Background: an optimization exercise with open tools, aiming at small area. Do not read the settings as production practice.
Only simulation tests tie the RTL to the original design; equivalence was not proved.
Power figures rest on the tool's default switching activity, not on a simulated workload.

Setup of run A:
## gray_window_3x3
module gray_window_3x3 #(
  parameter int unsigned WIDTH  = 100,
  parameter int unsigned HEIGHT = 100
) (
  input  logic                      clk,
  input  logic                      rst_n,
  input  logic                      pix_valid,
  input  logic [7:0]                pix_in,
  input  logic                      sof,
  output logic                      win_valid,
  output logic [71:0]               win,
  output logic [$clog2(WIDTH)-1:0]  win_x,
  output logic [$clog2(HEIGHT)-1:0] win_y,
  output logic                      frame_done
);
  localparam int unsigned XW  = $clog2(WIDTH);
  localparam int unsigned YW  = $clog2(HEIGHT);
  localparam int unsigned LEN = 2 * WIDTH + 3;
  logic [XW-1:0] xm1_q;
  logic [YW-1:0] ym1_q;
  logic          acc_q;    
  logic x_last, y_last;
  assign x_last = xm1_q[6] & xm1_q[5] & xm1_q[1] & ~xm1_q[0];
  assign y_last = ym1_q[6] & ym1_q[5] & ym1_q[1] & ~ym1_q[0];
  logic x_neg, y_neg;
  assign x_neg = xm1_q[6] & xm1_q[5] & xm1_q[4];
  assign y_neg = ym1_q[6] & ym1_q[5] & ym1_q[4];
  logic restart_q;
  logic start;
  assign start = sof || restart_q;
  always_ff @(posedge clk or negedge rst_n) begin
    if (!rst_n) begin
      restart_q <= 1'b1;
      acc_q     <= 1'b0;
    end else begin
      acc_q <= pix_valid;
      if (pix_valid) restart_q <= 1'b0;
    end
  end
  logic x_step, y_step;
  assign x_step = pix_valid;
  assign y_step = pix_valid && x_last;
  always_ff @(posedge clk) begin
    xm1_q <= (pix_valid && (start || x_last))            ? '1 : xm1_q + XW'(x_step);
    ym1_q <= (pix_valid && (start || (x_last && y_last))) ? '1 : ym1_q + YW'(y_step);
  end
  logic [7:0] chain [LEN];
  always_ff @(posedge clk) begin
  ...
clock: 10.0 ns
lec_check: 0
cap_margin: 20
core_margin: 2
core_utilization: 70
gpl_timing_driven: 0
slew_margin: 20
standard.sh (not shown) runs the stock make flow with config.mk's settings and CLKGATE_MAP_FILE= SYNTH_SCRIPT=/design/flow/synth_recipe.tcl, a recipe that flattens the netlist after the stock synthesis.
==> flow/flow/run.sh <==
#!/bin/bash
# Standard layout, with a lighter clock tree (no dummy loads, one buffer
# type, larger sink clusters) and the smallest buffer on each port.
set -euo pipefail
export CTS_ARGS="-sink_clustering_enable -repair_clock_nets -dont_use_dummy_load -buf_list sky130_fd_sc_hd__clkbuf_8 -sink_clustering_size 20 -sink_clustering_max_diameter 80"
export BUFFER_PORTS_ARGS="-buffer_cell sky130_fd_sc_hd__buf_1"
bash standard.sh > standard_flow.log 2>&1
#### Input delta (run B over run A)
Settings: removing GPL_TIMING_DRIVEN (formerly 0).
Findings:
- Run B vs. run A: share of layout cells above drive strength 1 went down, share of the core filled with cells in the final layout went down 1.2 points, overall power consumption held steady, non-clock buffer share of cell area -1.6 points.
- Compared with run A, run B shows a worst slew margin relative to its limit that is 28 points lower.
- Clock transition at the registers of the reported paths delta (run B -> run A): insignificant
### run B -> run C
Settings: CORE_UTILIZATION: 70 -> 65.
Row count: run B and run C compared, higher one is run C
Higher sum of buffers and inverters on the critical path among run B and run C: run B
Looking at capture point of the critical path, the chain[171][1] result is from run B; the win_valid one comes from run C.
Growth of design area from synthesis to finish delta (run C -> run B): insignificant
Run B reached the final stage; the timing, DRC and antenna checks on its layout passed.
Run C ran to completion and came out clean on the timing, DRC and antenna checks.
Changes in run D relative to run C:
Settings: CORE_UTILIZATION changed from 65 to 70.
==> flow/flow/run.sh <==
#!/bin/bash
# Standard layout, with a lighter clock tree (no dummy loads, one buffer
# type, larger sink clusters) and the smallest buffer on each port.
set -euo pipefail
export CTS_ARGS="-sink_clustering_enable -repair_clock_nets -dont_use_dummy_load -buf_list {sky130_fd_sc_hd__clkbuf_4 sky130_fd_sc_hd__clkbuf_8} -sink_clustering_size 20 -sink_clustering_max_diameter 80"
export BUFFER_PORTS_ARGS="-buffer_cell sky130_fd_sc_hd__buf_1"
bash standard.sh > standard_flow.log 2>&1
## What came out
- Having completed the whole flow, run D delivered a layout that passed the timing, DRC and antenna checks.
- Run D against run C: number of global-route vias before repair went up about 0.55%; wire length went down about 2.6%; clock slew seen by the registers of the worst setup and hold paths held; met3 layer usage reported by global route held.

* * *

## lagoon
The RTL this note starts from:
==> flow/design.v <==
module gray_window_3x3 #(
  parameter int unsigned WIDTH  = 100,
  parameter int unsigned HEIGHT = 100
) (
  input  logic                      clk,
  input  logic                      rst_n,
  input  logic                      pix_valid,
  input  logic [7:0]                pix_in,
  input  logic                      sof,
  output logic                      win_valid,
  output logic [71:0]               win,
  output logic [$clog2(WIDTH)-1:0]  win_x,
  output logic [$clog2(HEIGHT)-1:0] win_y,
  output logic                      frame_done
);
  localparam int unsigned XW  = $clog2(WIDTH);
  localparam int unsigned YW  = $clog2(HEIGHT);
  localparam int unsigned LEN = 2 * WIDTH + 3;
  logic [XW-1:0] xm1_q;
  logic [YW-1:0] ym1_q;
  logic          acc_q;    
  logic [7:0] chain [LEN];
  always_ff @(posedge clk or negedge rst_n) begin
    if (!rst_n) begin
      xm1_q <= XW'(WIDTH - 2);
      ym1_q <= YW'(HEIGHT - 2);
      acc_q <= 1'b0;
    end else begin
      acc_q <= pix_valid;
      if (pix_valid) begin
        if (sof) begin
          xm1_q <= '1;
          ym1_q <= '1;
        end else if (xm1_q == XW'(WIDTH - 2)) begin
          xm1_q <= '1;
          ym1_q <= (ym1_q == YW'(HEIGHT - 2)) ? '1 : ym1_q + YW'(1);
        end else begin
          xm1_q <= xm1_q + XW'(1);
        end
      end
    end
  end
  always_ff @(posedge clk) begin
    if (pix_valid) begin
      chain[0] <= pix_in;
      for (int i = 1; i < LEN; i++) chain[i] <= chain[i-1];
    end
  end
  for (genvar r = 0; r < 3; r++) begin : g_row
    for (genvar c = 0; c < 3; c++) begin : g_col
      assign win[8*(3*r+c) +: 8] = chain[(2-r)*WIDTH + (2-c)];
    end
  end
  assign win_x      = xm1_q;
  assign win_y      = ym1_q;
  assign win_valid  = acc_q && (xm1_q != '1) && (xm1_q != '0)
                            && (ym1_q != '1) && (ym1_q != '0);
  assign frame_done = acc_q && (xm1_q == XW'(WIDTH - 2)) && (ym1_q == YW'(HEIGHT - 2));
endmodule
Settings: LEC_CHECK=0, CAP_MARGIN=20, CORE_MARGIN=2, CORE_UTILIZATION=60, SLEW_MARGIN=20; clock period 10.0 ns.
==> flow/flow/run.sh <==
#!/bin/bash
# Standard layout, with a lighter clock tree (no dummy loads, one buffer
# type, larger sink clusters) and the smallest buffer on each port.
set -euo pipefail
export CTS_ARGS="-sink_clustering_enable -repair_clock_nets -dont_use_dummy_load -buf_list sky130_fd_sc_hd__clkbuf_8 -sink_clustering_size 25 -sink_clustering_max_diameter 45"
export BUFFER_PORTS_ARGS="-buffer_cell sky130_fd_sc_hd__buf_1"
bash standard.sh > standard_flow.log 2>&1
Modified inputs, ember compared to lagoon
==> flow/flow/run.sh <==
#!/bin/bash
# Standard layout, with a lighter clock tree (no dummy loads, one buffer
# type, larger sink clusters) and the smallest buffer on each port.
set -euo pipefail
export CTS_ARGS="-sink_clustering_enable -repair_clock_nets -dont_use_dummy_load -buf_list sky130_fd_sc_hd__clkbuf_16 -sink_clustering_size 30 -sink_clustering_max_diameter 60"
export BUFFER_PORTS_ARGS="-buffer_cell sky130_fd_sc_hd__buf_1"
bash standard.sh > standard_flow.log 2>&1
- ember finished all stages; the layout is clean.
- [ember] global-route wire length before repair fell 1.5 mm relative to lagoon
- ember ends up with higher power per cell area than lagoon does.
- lagoon → ember: reg-to-reg setup timing slack neither gained nor lost much; via count went down by 243; final area went up; depth of the critical timing path with buffers and inverters included decreased 2; global-route usage over all layers shrank by 0.36 points.
diff inputs: ember => pepper
Settings: changing CORE_UTILIZATION from 60 to 85.
==> flow/flow/run.sh <==
#!/bin/bash
# Standard layout, with a lighter clock tree (no dummy loads, one buffer
# type, larger sink clusters) and the smallest buffer on each port.
set -euo pipefail
export CTS_ARGS="-sink_clustering_enable -repair_clock_nets -dont_use_dummy_load -buf_list sky130_fd_sc_hd__clkbuf_8 -sink_clustering_size 20 -sink_clustering_max_diameter 50"
export BUFFER_PORTS_ARGS="-buffer_cell sky130_fd_sc_hd__buf_1"
bash standard.sh > standard_flow.log 2>&1
- pepper did not finish: a tool error stopped it during detailed placement (3_5_place_dp).
- What ember reported for die outline height has to be multiplied by 0.842 to get the figure for pepper.
- Comparing pepper with ember, the gate count of the mapped netlist came out essentially unchanged.
- Re adder-cell share of the synthesized area: no difference whatsoever between ember and pepper.
- Final weighted congestion of routability-driven global placement (pepper over ember): increase, 0.042
- Diff pepper..ember | number of synthesized flops with an enable pin | negligible
- When the final numbers for ember and pepper were put side by side, the row count turned out to be smaller in pepper.
- When pepper is measured against ember, its chip width turns out about 16% lower.
- Re post-synthesis cell area: no difference whatsoever between ember and pepper.
- Re starting utilization of the core area: pepper is 25 points up on ember.
#### Input delta (onyx over pepper)
Settings: changing CORE_UTILIZATION from 85 to 40.
==> flow/run.sh (new file) <==
#!/bin/bash
# synth_recipe.tcl (not shown) runs the flow's synth.tcl, then flattens the netlist and writes it again
# the make line also repeats each setting of config.mk as NAME=value (left out here)
make -C /OpenROAD-flow-scripts/flow DESIGN_CONFIG=/design/flow/config.mk WORK_HOME=/design/flow/orfs CLKGATE_MAP_FILE= SYNTH_SCRIPT=/design/flow/synth_recipe.tcl finish
removed: flow/flow/run.sh
removed: flow/standard.sh
==> comparison <==
Among onyx and pepper, the run that stopped before the end is pepper, and it is the only one. Between onyx and pepper, the number of flops mapped to enable cells by yosys does not differ in any meaningful way. Routability congestion estimate of onyx falls short of that of pepper slightly. From pepper to onyx the numbers moved as follows: effective utilization at floorplan shrank by 46 points; post-synthesis adder-cell area fraction held steady. Re proportion of register bits with asynchronous set or reset after synthesis: no difference whatsoever between onyx and pepper. Compared with pepper, die height in onyx increased by more than a quarter. Diff pepper -> onyx | count of standard-cell rows | increase of 41.
--- input diff onyx..sierra ---
Settings: CORE_UTILIZATION now 80, was 40.
==> flow/flow/run.sh (new file) <==
#!/bin/bash
# Standard layout, with a lighter clock tree (no dummy loads, one buffer
# type, larger sink clusters) and the smallest buffer on each port.
set -euo pipefail
export CTS_ARGS="-sink_clustering_enable -repair_clock_nets -dont_use_dummy_load -buf_list sky130_fd_sc_hd__clkbuf_8 -sink_clustering_size 28 -sink_clustering_max_diameter 40"
export BUFFER_PORTS_ARGS="-buffer_cell sky130_fd_sc_hd__buf_1"
bash standard.sh > standard_flow.log 2>&1
==> flow/standard.sh (new file) <==
#!/bin/bash
# synth_recipe.tcl (not shown) runs the flow's synth.tcl, then flattens the netlist and writes it again
# the make line also repeats each setting of config.mk as NAME=value (left out here)
make -C /OpenROAD-flow-scripts/flow DESIGN_CONFIG=/design/flow/config.mk WORK_HOME=/design/flow/orfs CLKGATE_MAP_FILE= SYNTH_SCRIPT=/design/flow/synth_recipe.tcl "${@:-finish}"
removed: flow/run.sh
==> comparison <==
detailed placement (3_5_place_dp): sierra exited with error
Measured against each other, onyx and sierra differ in vertical die dimension, the higher figure coming from onyx.
onyx -> sierra: number of synthesized flops with an enable pin delta 0, exact match
Sort onyx and sierra by final weighted congestion in routability-driven placement, descending, and sierra comes first.
Changes in cedar relative to sierra:
Settings: CORE_UTILIZATION now 60, was 80.
==> flow/flow/run.sh <==
#!/bin/bash
# Standard layout, with a lighter clock tree (no dummy loads, one buffer
# type, larger sink clusters) and the smallest buffer on each port.
set -euo pipefail
export CTS_ARGS="-sink_clustering_enable -repair_clock_nets -dont_use_dummy_load -buf_list sky130_fd_sc_hd__clkbuf_8 -sink_clustering_size 20 -sink_clustering_max_diameter 50"
export BUFFER_PORTS_ARGS="-buffer_cell sky130_fd_sc_hd__buf_1"
bash standard.sh > standard_flow.log 2>&1
Notes after the runs:
FAIL: sierra; every other run in sierra and cedar is clean
What ended sierra was a tool error in detailed placement (3_5_place_dp); the run never finished.
The final reports for cedar and sierra show horizontal extent of the die higher in the former.
Diff sierra -> cedar: adder-cell share of the synthesized area flat; post-synthesis sequential area ratio flat; die outline height up 15%.
Taking sierra as the reference point, the detailed placement HPWL of cedar falls by about 36%.
cedar vs sierra: number of rows created at floorplan up
When the final numbers for sierra and cedar were put side by side, the initial standard-cell utilization of the core turned out to be greater in sierra.
Status: post-synthesis instance total parity (sierra, cedar)
Final estimated routing congestion in global placement is lower on cedar

==> re-timing with driven ports <==
How much do the figures lean on ideal ports? The routed layouts below were timed once more, with nothing changed but the port constraints.
Step 1: set_driving_cell puts a clkbuf_16 on clk and a buf_2 on each other input, an assumption about the parent block.
Step 2 also shifts input and output timing later by t, the mid clock arrival at the registers, as if the neighbouring blocks saw the same clock.
Three values: no drivers, after step 1, after step 2; two values: the first two.
run | t (ns) | slack for setup (ns) | worst hold slack (ns) | latest minus earliest clock arrival (ns) | worst register clock-pin slew, ns
run A | 0.742 | 5.425 / 5.465 / 4.723 | 0.384 / 0.384 / 0.384 | 0.032 / 0.033 | 0.12 / 0.12
run B | 0.740 | 5.575 / 5.608 / 4.869 | 0.375 / 0.375 / 0.375 | 0.031 / 0.031 | 0.12 / 0.12
run C | 0.757 | 5.947 / 5.888 / 5.587 | 0.383 / 0.383 / 0.383 | 0.032 / 0.032 | 0.12 / 0.12
run D | 0.740 | 5.575 / 5.608 / 4.869 | 0.375 / 0.375 / 0.375 | 0.031 / 0.031 | 0.12 / 0.12
lagoon | 0.814 | 5.562 / 5.504 / 4.998 | 0.370 / 0.370 / 0.370 | 0.084 / 0.084 | 0.11 / 0.11
ember | 0.685 | 5.710 / 5.660 / 5.059 | 0.376 / 0.376 / 0.376 | 0.067 / 0.067 | 0.10 / 0.10
onyx | 0.807 | 5.163 / 5.101 / 5.153 | 0.386 / 0.386 / 0.386 | 0.042 / 0.042 | 0.06 / 0.06
cedar | 0.804 | 5.576 / 5.517 / 5.040 | 0.369 / 0.369 / 0.369 | 0.071 / 0.072 | 0.11 / 0.11
After both steps every run listed still meets setup and hold.
